This design comes from an exercise in tuning for small area on the open sky130 flow, not from production work. Function was checked by simulation only, so behaviour that the tests miss may differ from the original.

## juniper
==> flow/design.v <==
`timescale 1ns/1ps
`default_nettype none
module cgra_tile (
    input  logic                                clk,
    input  logic                                reset,
    input  logic                                i_start_exec,
    input  logic [64-1:0]                   i_config,
    input  logic [4*33-1:0]        i_flit_in,
    input  logic [32-1:0]                  i_mem_rdata,
    output logic [4*33-1:0]        o_flit_out,
    output logic [75-1:0]                   o_mem
);
    logic step;
    assign step = i_start_exec;
    logic [2:0]  sel_rhs;
    logic [2:0]  sel_lhs;
    logic [2:0]  sel_pred;
    logic [4:0]  opc;
    logic        const_en;
    logic [26:0] cval;
    logic        pred_inv;
    logic        treg_we;
    assign sel_rhs  = i_config[12 +: 3];
    assign sel_lhs  = i_config[15 +: 3];
    assign sel_pred = i_config[18 +: 3];
    assign opc      = i_config[22 +: 5];
    assign const_en = i_config[27];
    assign cval     = i_config[28 +: 27];
    assign pred_inv = i_config[55];
    assign treg_we  = i_config[21];
    logic [32:0]  result_q;
    logic [32:0]  treg_q;
    logic [131:0] flit_q;
    logic [31:0] xa1_q;      
    logic [31:0] xb1_q;      
    logic [3:0]  op1_q;      
    logic        selv1_q;    
    logic        v1_q;       
    logic        we1_q;      
    logic        rdn1_q;     
    logic [31:0] x2_q;       
    logic [10:0] a2_q;       
    logic        v2_q;
    logic        we2_q;
    logic        rdn2_q;
    logic        z2_q;       
    logic        w2_q;       
    logic        b2_q;       
    logic        sh2_q;      
    logic        shl2_q;     
    logic [5:0][32:0] src;
    always_comb
    begin
        for (int s = 0; s < 4; s++)
        begin
            src[s] = i_flit_in[s*33 +: 33];
        end
        src[4] = result_q;
        src[5] = treg_q;
    end
    function automatic logic [32:0] pick(input logic [2:0] sel, input logic [32:0] s0,
                                         input logic [32:0] s1, input logic [32:0] s2,
                                         input logic [32:0] s3, input logic [32:0] s4,
                                         input logic [32:0] s5);
        pick = ({33{sel == 3'd0}} & s0) | ({33{sel == 3'd1}} & s1)
             | ({33{sel == 3'd2}} & s2) | ({33{sel == 3'd3}} & s3)
             | ({33{sel == 3'd4}} & s4) | ({33{sel == 3'd5}} & s5);
    endfunction
    logic [131:0] flit_d;
    always_comb
    begin
        for (int d = 0; d < 4; d++)
        begin
            flit_d[d*33 +: 33] = ({33{step}} & pick(i_config[3*d +: 3], src[0], src[1], src[2],
                                                     src[3], src[4], src[5]))
                               | ({33{!step}} & flit_q[d*33 +: 33]);
        end
    end
    always_ff @(posedge clk)
    begin
        flit_q <= flit_d;
        if (reset)
        begin
            for (int d = 0; d < 4; d++)
            begin
                flit_q[d*33 + 32] <= 1'b0;
            end
        end
    end
    assign o_flit_out = flit_q;
    logic [32:0] rhs;
    logic [32:0] lhs;
    logic [31:0] a;
    logic [31:0] b;
    assign rhs = pick(sel_rhs, src[0], src[1], src[2], src[3], src[4], src[5]);
    assign lhs = pick(sel_lhs, src[0], src[1], src[2], src[3], src[4], src[5]);
    assign a   = rhs[31:0];
    assign b   = const_en ? {{5{cval[26]}}, cval} : lhs[31:0];
    logic [5:0] src_ok;
    logic       pred_fail;
    always_comb
    begin
        logic [32:0] f;
        for (int s = 0; s < 6; s++)
        begin
            f         = src[s];
            src_ok[s] = f[32] && ((|f[31:1]) || (f[0] ^ pred_inv));
        end
    end
    assign pred_fail = (sel_pred != 3'd7)
                    && !((sel_pred == 3'd0 && src_ok[0]) || (sel_pred == 3'd1 && src_ok[1])
                      || (sel_pred == 3'd2 && src_ok[2]) || (sel_pred == 3'd3 && src_ok[3])
                      || (sel_pred == 3'd4 && src_ok[4]) || (sel_pred == 3'd5 && src_ok[5]));
    logic skip;
    always_comb
    begin
        if (opc == 5'd9)
        begin
            skip = (!rhs[32] && !lhs[32]) || pred_fail;
        end
        else
        begin
            skip = (sel_rhs != 3'd7 && !rhs[32])
                || (sel_lhs != 3'd7 && !lhs[32] && !const_en)
                || pred_fail;
        end
    end
    logic is_ld, is_st, sz_h;
    logic issue;
    assign is_ld = (opc == 5'd10) || (opc == 5'd11) || (opc == 5'd12);
    assign is_st = (opc == 5'd13) || (opc == 5'd14) || (opc == 5'd15);
    assign sz_h  = (opc == 5'd11) || (opc == 5'd14);
    assign issue = (is_ld || is_st) && !skip && !(sz_h && b[0]);
    always_ff @(posedge clk)
    begin
        if (step)
        begin
            xa1_q   <= a;
            xb1_q   <= b;
            selv1_q <= rhs[32];
        end
        if (reset)
        begin
            op1_q  <= 4'd0;
            v1_q   <= 1'b1;
            we1_q  <= 1'b0;
            rdn1_q <= 1'b1;
        end
        else if (step)
        begin
            op1_q  <= opc[4] ? 4'd0 : opc[3:0];
            v1_q   <= !skip;
            we1_q  <= treg_we;
            rdn1_q <= !issue;
        end
    end
    logic op_add, op_sub, op_and, op_or, op_xor, op_shl, op_shr, op_eq, op_sel;
    logic op_st, sz_w1, sz_b1;
    assign op_add = (op1_q == 4'(5'd1));
    assign op_sub = (op1_q == 4'(5'd2));
    assign op_and = (op1_q == 4'(5'd3));
    assign op_or  = (op1_q == 4'(5'd4));
    assign op_xor = (op1_q == 4'(5'd5));
    assign op_shl = (op1_q == 4'(5'd6));
    assign op_shr = (op1_q == 4'(5'd7));
    assign op_eq  = (op1_q == 4'(5'd8));
    assign op_sel = (op1_q == 4'(5'd9));
    assign op_st  = (op1_q == 4'(5'd13)) || (op1_q == 4'(5'd14))
                 || (op1_q == 4'(5'd15));
    assign sz_w1  = (op1_q == 4'(5'd10)) || (op1_q == 4'(5'd13));
    assign sz_b1  = (op1_q == 4'(5'd12)) || (op1_q == 4'(5'd15));
    logic [31:0] bb;
    logic [31:0] p;
    logic [31:0] g;
    logic [32:0] c;
    logic arith;
    function automatic logic [31:0] bk_carry(input logic [31:0] gi, input logic [31:0] pi,
                                             input logic cin);
        logic [31:0] ug;
        logic [31:0] up;
        logic [31:0] nug;
        logic [31:0] nup;
        ug    = gi;
        up    = pi;
        ug[0] = gi[0] | (pi[0] & cin);
        for (int l = 0; l < 5; l++)
        begin
            nug = ug;
            nup = up;
            for (int i = 0; i < 32; i++)
            begin
                if (((i + 1) % (2 << l)) == 0)
                begin
                    nug[i] = ug[i] | (up[i] & ug[i - (1 << l)]);
                    nup[i] = up[i] & up[i - (1 << l)];
                end
            end
            ug = nug;
            up = nup;
        end
        for (int l = 3; l >= 0; l--)
        begin
            for (int i = 0; i < 32; i++)
            begin
                if (((i + 1) % (2 << l)) == (1 << l) && i >= (2 << l))
                begin
                    ug[i] = ug[i] | (up[i] & ug[i - (1 << l)]);
                    up[i] = up[i] & up[i - (1 << l)];
                end
            end
        end
        bk_carry = ug;
    endfunction
    assign arith = op_add || op_sub;
    assign bb    = xb1_q ^ {32{op_sub}};
    assign p     = xa1_q ^ bb;
    assign g     = xa1_q & bb;
    assign c     = {bk_carry(g, p, op_sub), op_sub};
    logic pass_a;
    logic pass_b;
    logic [31:0] xa1_rev;
    assign pass_a = op_st || op_shr || (op_sel && selv1_q);
    assign pass_b = op_sel && !selv1_q;
    always_comb
    begin
        for (int i = 0; i < 32; i++)
        begin
            xa1_rev[i] = xa1_q[31 - i];
        end
    end
    logic [31:0] alu_v;
    assign alu_v = ({32{arith || op_xor}} & (p ^ (c[31:0] & {32{arith}})))
                 | ({32{op_and}} & g)
                 | ({32{op_or}} & (p | g))
                 | ({32{pass_a}} & xa1_q)
                 | ({32{pass_b}} & xb1_q)
                 | ({32{op_shl}} & xa1_rev)
                 | {31'd0, op_eq && (p == 32'd0)};
    always_ff @(posedge clk)
    begin
        if (step)
        begin
            x2_q   <= alu_v;
            a2_q   <= xb1_q[10:0];
            w2_q   <= sz_w1;
            b2_q   <= sz_b1;
            shl2_q <= op_shl;
        end
        if (reset)
        begin
            v2_q   <= 1'b1;
            we2_q  <= 1'b0;
            rdn2_q <= 1'b1;
            z2_q   <= 1'b1;
            sh2_q  <= 1'b0;
        end
        else if (step)
        begin
            v2_q   <= v1_q;
            we2_q  <= we1_q;
            rdn2_q <= rdn1_q;
            z2_q   <= op_st;
            sh2_q  <= op_shl || op_shr;
        end
    end
    logic [1:0]  lane2;
    logic [3:0]  byte_en;
    logic [31:0] wdata;
    assign lane2 = a2_q[1:0];
    always_comb
    begin
        for (int j = 0; j < 4; j++)
        begin
            byte_en[j] = w2_q || (!b2_q && (lane2[1] == j[1])) || (b2_q && (lane2 == j[1:0]));
        end
    end
    assign wdata[7:0]   = x2_q[7:0];
    assign wdata[15:8]  = b2_q ? x2_q[7:0] : x2_q[15:8];
    assign wdata[23:16] = w2_q ? x2_q[23:16] : x2_q[7:0];
    assign wdata[31:24] = w2_q ? x2_q[31:24] : (b2_q ? x2_q[7:0] : x2_q[15:8]);
    assign o_mem[74] = rdn2_q;
    assign o_mem[73] = rdn2_q || !z2_q;
    assign o_mem[64 +: 9] = a2_q[10:2];
    assign o_mem[32 +: 32] = wdata;
    assign o_mem[0 +: 32] = {{8{!byte_en[3]}}, {8{!byte_en[2]}},
                                          {8{!byte_en[1]}}, {8{!byte_en[0]}}};
    logic [15:0] half;
    logic [31:0] ld_v;
    logic [31:0] wb_v;
    assign half        = (lane2[1] && !w2_q) ? i_mem_rdata[31:16] : i_mem_rdata[15:0];
    assign ld_v[7:0]   = (b2_q && lane2[0]) ? half[15:8] : half[7:0];
    assign ld_v[15:8]  = b2_q ? 8'd0 : half[15:8];
    assign ld_v[31:16] = w2_q ? i_mem_rdata[31:16] : 16'd0;
    logic [4:0]       amt2;
    logic [5:0][31:0] shr;
    logic [31:0]      shr_rev;
    assign amt2 = sh2_q ? a2_q[4:0] : 5'd0;
    always_comb
    begin
        shr[0] = x2_q;
        for (int l = 0; l < 5; l++)
        begin
            shr[l+1] = amt2[l] ? (shr[l] >> (1 << l)) : shr[l];
        end
        for (int i = 0; i < 32; i++)
        begin
            shr_rev[i] = shr[5][31 - i];
        end
    end
    assign wb_v = ({32{!z2_q && rdn2_q && !shl2_q}} & shr[5])
                | ({32{!z2_q && rdn2_q && shl2_q}} & shr_rev)
                | ({32{!z2_q && !rdn2_q}} & ld_v);
    always_ff @(posedge clk)
    begin
        result_q[31:0] <= ({32{step}} & wb_v) | ({32{!step}} & result_q[31:0]);
        treg_q[31:0]   <= ({32{step && we2_q}} & wb_v) | ({32{!(step && we2_q)}} & treg_q[31:0]);
        if (reset)
        begin
            result_q[32] <= 1'b0;
            treg_q[32]   <= 1'b0;
        end
        else if (step)
        begin
            result_q[32] <= v2_q;
            if (we2_q)
            begin
                treg_q[32] <= v2_q;
            end
        end
    end
endmodule
`default_nettype wire
==> flow/config.mk <==
export PLATFORM = sky130hd
export DESIGN_NAME = cgra_tile
export DESIGN_NICKNAME = cgra_tile
export VERILOG_FILES = /design/flow/design.v
export SDC_FILE = /design/flow/constraint.sdc
export NUM_CORES = 4
export LEC_CHECK = 0
export CAP_MARGIN = 20
export CORE_MARGIN = 2
export CORE_UTILIZATION = 40
export SLEW_MARGIN = 20
==> flow/constraint.sdc <==
create_clock -name core_clock -period 5.0 [get_ports {clk}]
set_input_delay 1.0000 -clock core_clock [delete_from_list [all_inputs] [get_ports {clk}]]
set_output_delay 1.0000 -clock core_clock [all_outputs]
set_load 0.01 [all_outputs]
run.sh (not shown) runs the stock make flow with config.mk's settings and CLKGATE_MAP_FILE= SYNTH_SCRIPT=/design/flow/synth_recipe.tcl, a recipe that flattens the netlist after the stock synthesis.
juniper: flow completed, timing, DRC and antenna clean
#### Input delta (violet over juniper)
-- flow/design.v --
<<< juniper, line 170
    assign sz_w1  = (op1_q == 4'(5'd10)) || (op1_q == 4'(5'd13));
    assign sz_b1  = (op1_q == 4'(5'd12)) || (op1_q == 4'(5'd15));
    logic [31:0] bb;
    logic [31:0] p;
    logic [31:0] g;
    logic [32:0] c;
    logic arith;
    function automatic logic [31:0] bk_carry(input logic [31:0] gi, input logic [31:0] pi,
                                             input logic cin);
        logic [31:0] ug;
        logic [31:0] up;
        logic [31:0] nug;
        logic [31:0] nup;
        ug    = gi;
        up    = pi;
        ug[0] = gi[0] | (pi[0] & cin);
        for (int l = 0; l < 5; l++)
        begin
            nug = ug;
            nup = up;
            for (int i = 0; i < 32; i++)
            begin
                if (((i + 1) % (2 << l)) == 0)
                begin
                    nug[i] = ug[i] | (up[i] & ug[i - (1 << l)]);
                    nup[i] = up[i] & up[i - (1 << l)];
                end
            end
            ug = nug;
            up = nup;
        end
        for (int l = 3; l >= 0; l--)
        begin
            for (int i = 0; i < 32; i++)
            begin
                if (((i + 1) % (2 << l)) == (1 << l) && i >= (2 << l))
                begin
                    ug[i] = ug[i] | (up[i] & ug[i - (1 << l)]);
                    up[i] = up[i] & up[i - (1 << l)];
                end
            end
        end
        bk_carry = ug;
    endfunction
    assign arith = op_add || op_sub;
    assign bb    = xb1_q ^ {32{op_sub}};
    assign p     = xa1_q ^ bb;
    assign g     = xa1_q & bb;
    assign c     = {bk_carry(g, p, op_sub), op_sub};
    logic pass_a;
    logic pass_b;
>>> violet, line 170
    assign sz_w1  = (op1_q == 4'(5'd10)) || (op1_q == 4'(5'd13));
    assign sz_b1  = (op1_q == 4'(5'd12)) || (op1_q == 4'(5'd15));
    logic [32:0] sum_ext;
    logic [31:0] sum;
    assign sum_ext = {xa1_q, 1'b1} + {xb1_q ^ {32{op_sub}}, op_sub};
    assign sum     = sum_ext[32:1];
    logic pass_a;
    logic pass_b;
<<< juniper, line 230
    end
    logic [31:0] alu_v;
    assign alu_v = ({32{arith || op_xor}} & (p ^ (c[31:0] & {32{arith}})))
                 | ({32{op_and}} & g)
                 | ({32{op_or}} & (p | g))
                 | ({32{pass_a}} & xa1_q)
                 | ({32{pass_b}} & xb1_q)
                 | ({32{op_shl}} & xa1_rev)
                 | {31'd0, op_eq && (p == 32'd0)};
    always_ff @(posedge clk)
    begin
>>> violet, line 187
    end
    logic [31:0] alu_v;
    assign alu_v = ({32{op_add || op_sub}} & sum)
                 | ({32{op_and}} & (xa1_q & xb1_q))
                 | ({32{op_or}} & (xa1_q | xb1_q))
                 | ({32{op_xor}} & (xa1_q ^ xb1_q))
                 | ({32{pass_a}} & xa1_q)
                 | ({32{pass_b}} & xb1_q)
                 | ({32{op_shl}} & xa1_rev)
                 | {31'd0, op_eq && (xa1_q == xb1_q)};
    always_ff @(posedge clk)
    begin
Findings:
- Floorplan core area for violet: about 4.4% up relative to juniper
- Placement row count: lower on juniper
- Min maximum number of pins on one net before global-route repair across violet and juniper: violet
- violet: cell area after layout 1100 um2 above juniper
- On global-route wire length before repair: between violet and juniper, it ends up lower for juniper.

what the ideal ports hide:
No port has a modelled driver above. Below, the same layouts with a new extraction and two added sets of constraints. Step 1 (the two cells are an assumption about what drives the block):
set clk [get_ports {clk}]
set_driving_cell -lib_cell sky130_fd_sc_hd__clkbuf_16 $clk
set_driving_cell -lib_cell sky130_fd_sc_hd__buf_2 [delete_from_list [all_inputs] $clk]
Step 2 also shifts input and output timing later by t, the mid clock arrival at the registers, as if the neighbouring blocks saw the same clock. Slacks: no drivers / after step 1 / after step 2; pairs: no drivers / after step 1.
run	t (ns)	setup slack, ns	hold WS [ns]	pins driven straight from the clock port
juniper	0.639	0.814 / 0.755 / 0.814	0.469 / 0.469 / 0.469	1
violet	0.647	0.766 / 0.703 / 0.650	0.467 / 0.467 / 0.467	1
After both steps every run listed still meets setup and hold. The setup slack of violet, which loses most, moves by -0.063 ns with the drivers and by -0.116 ns with both steps.
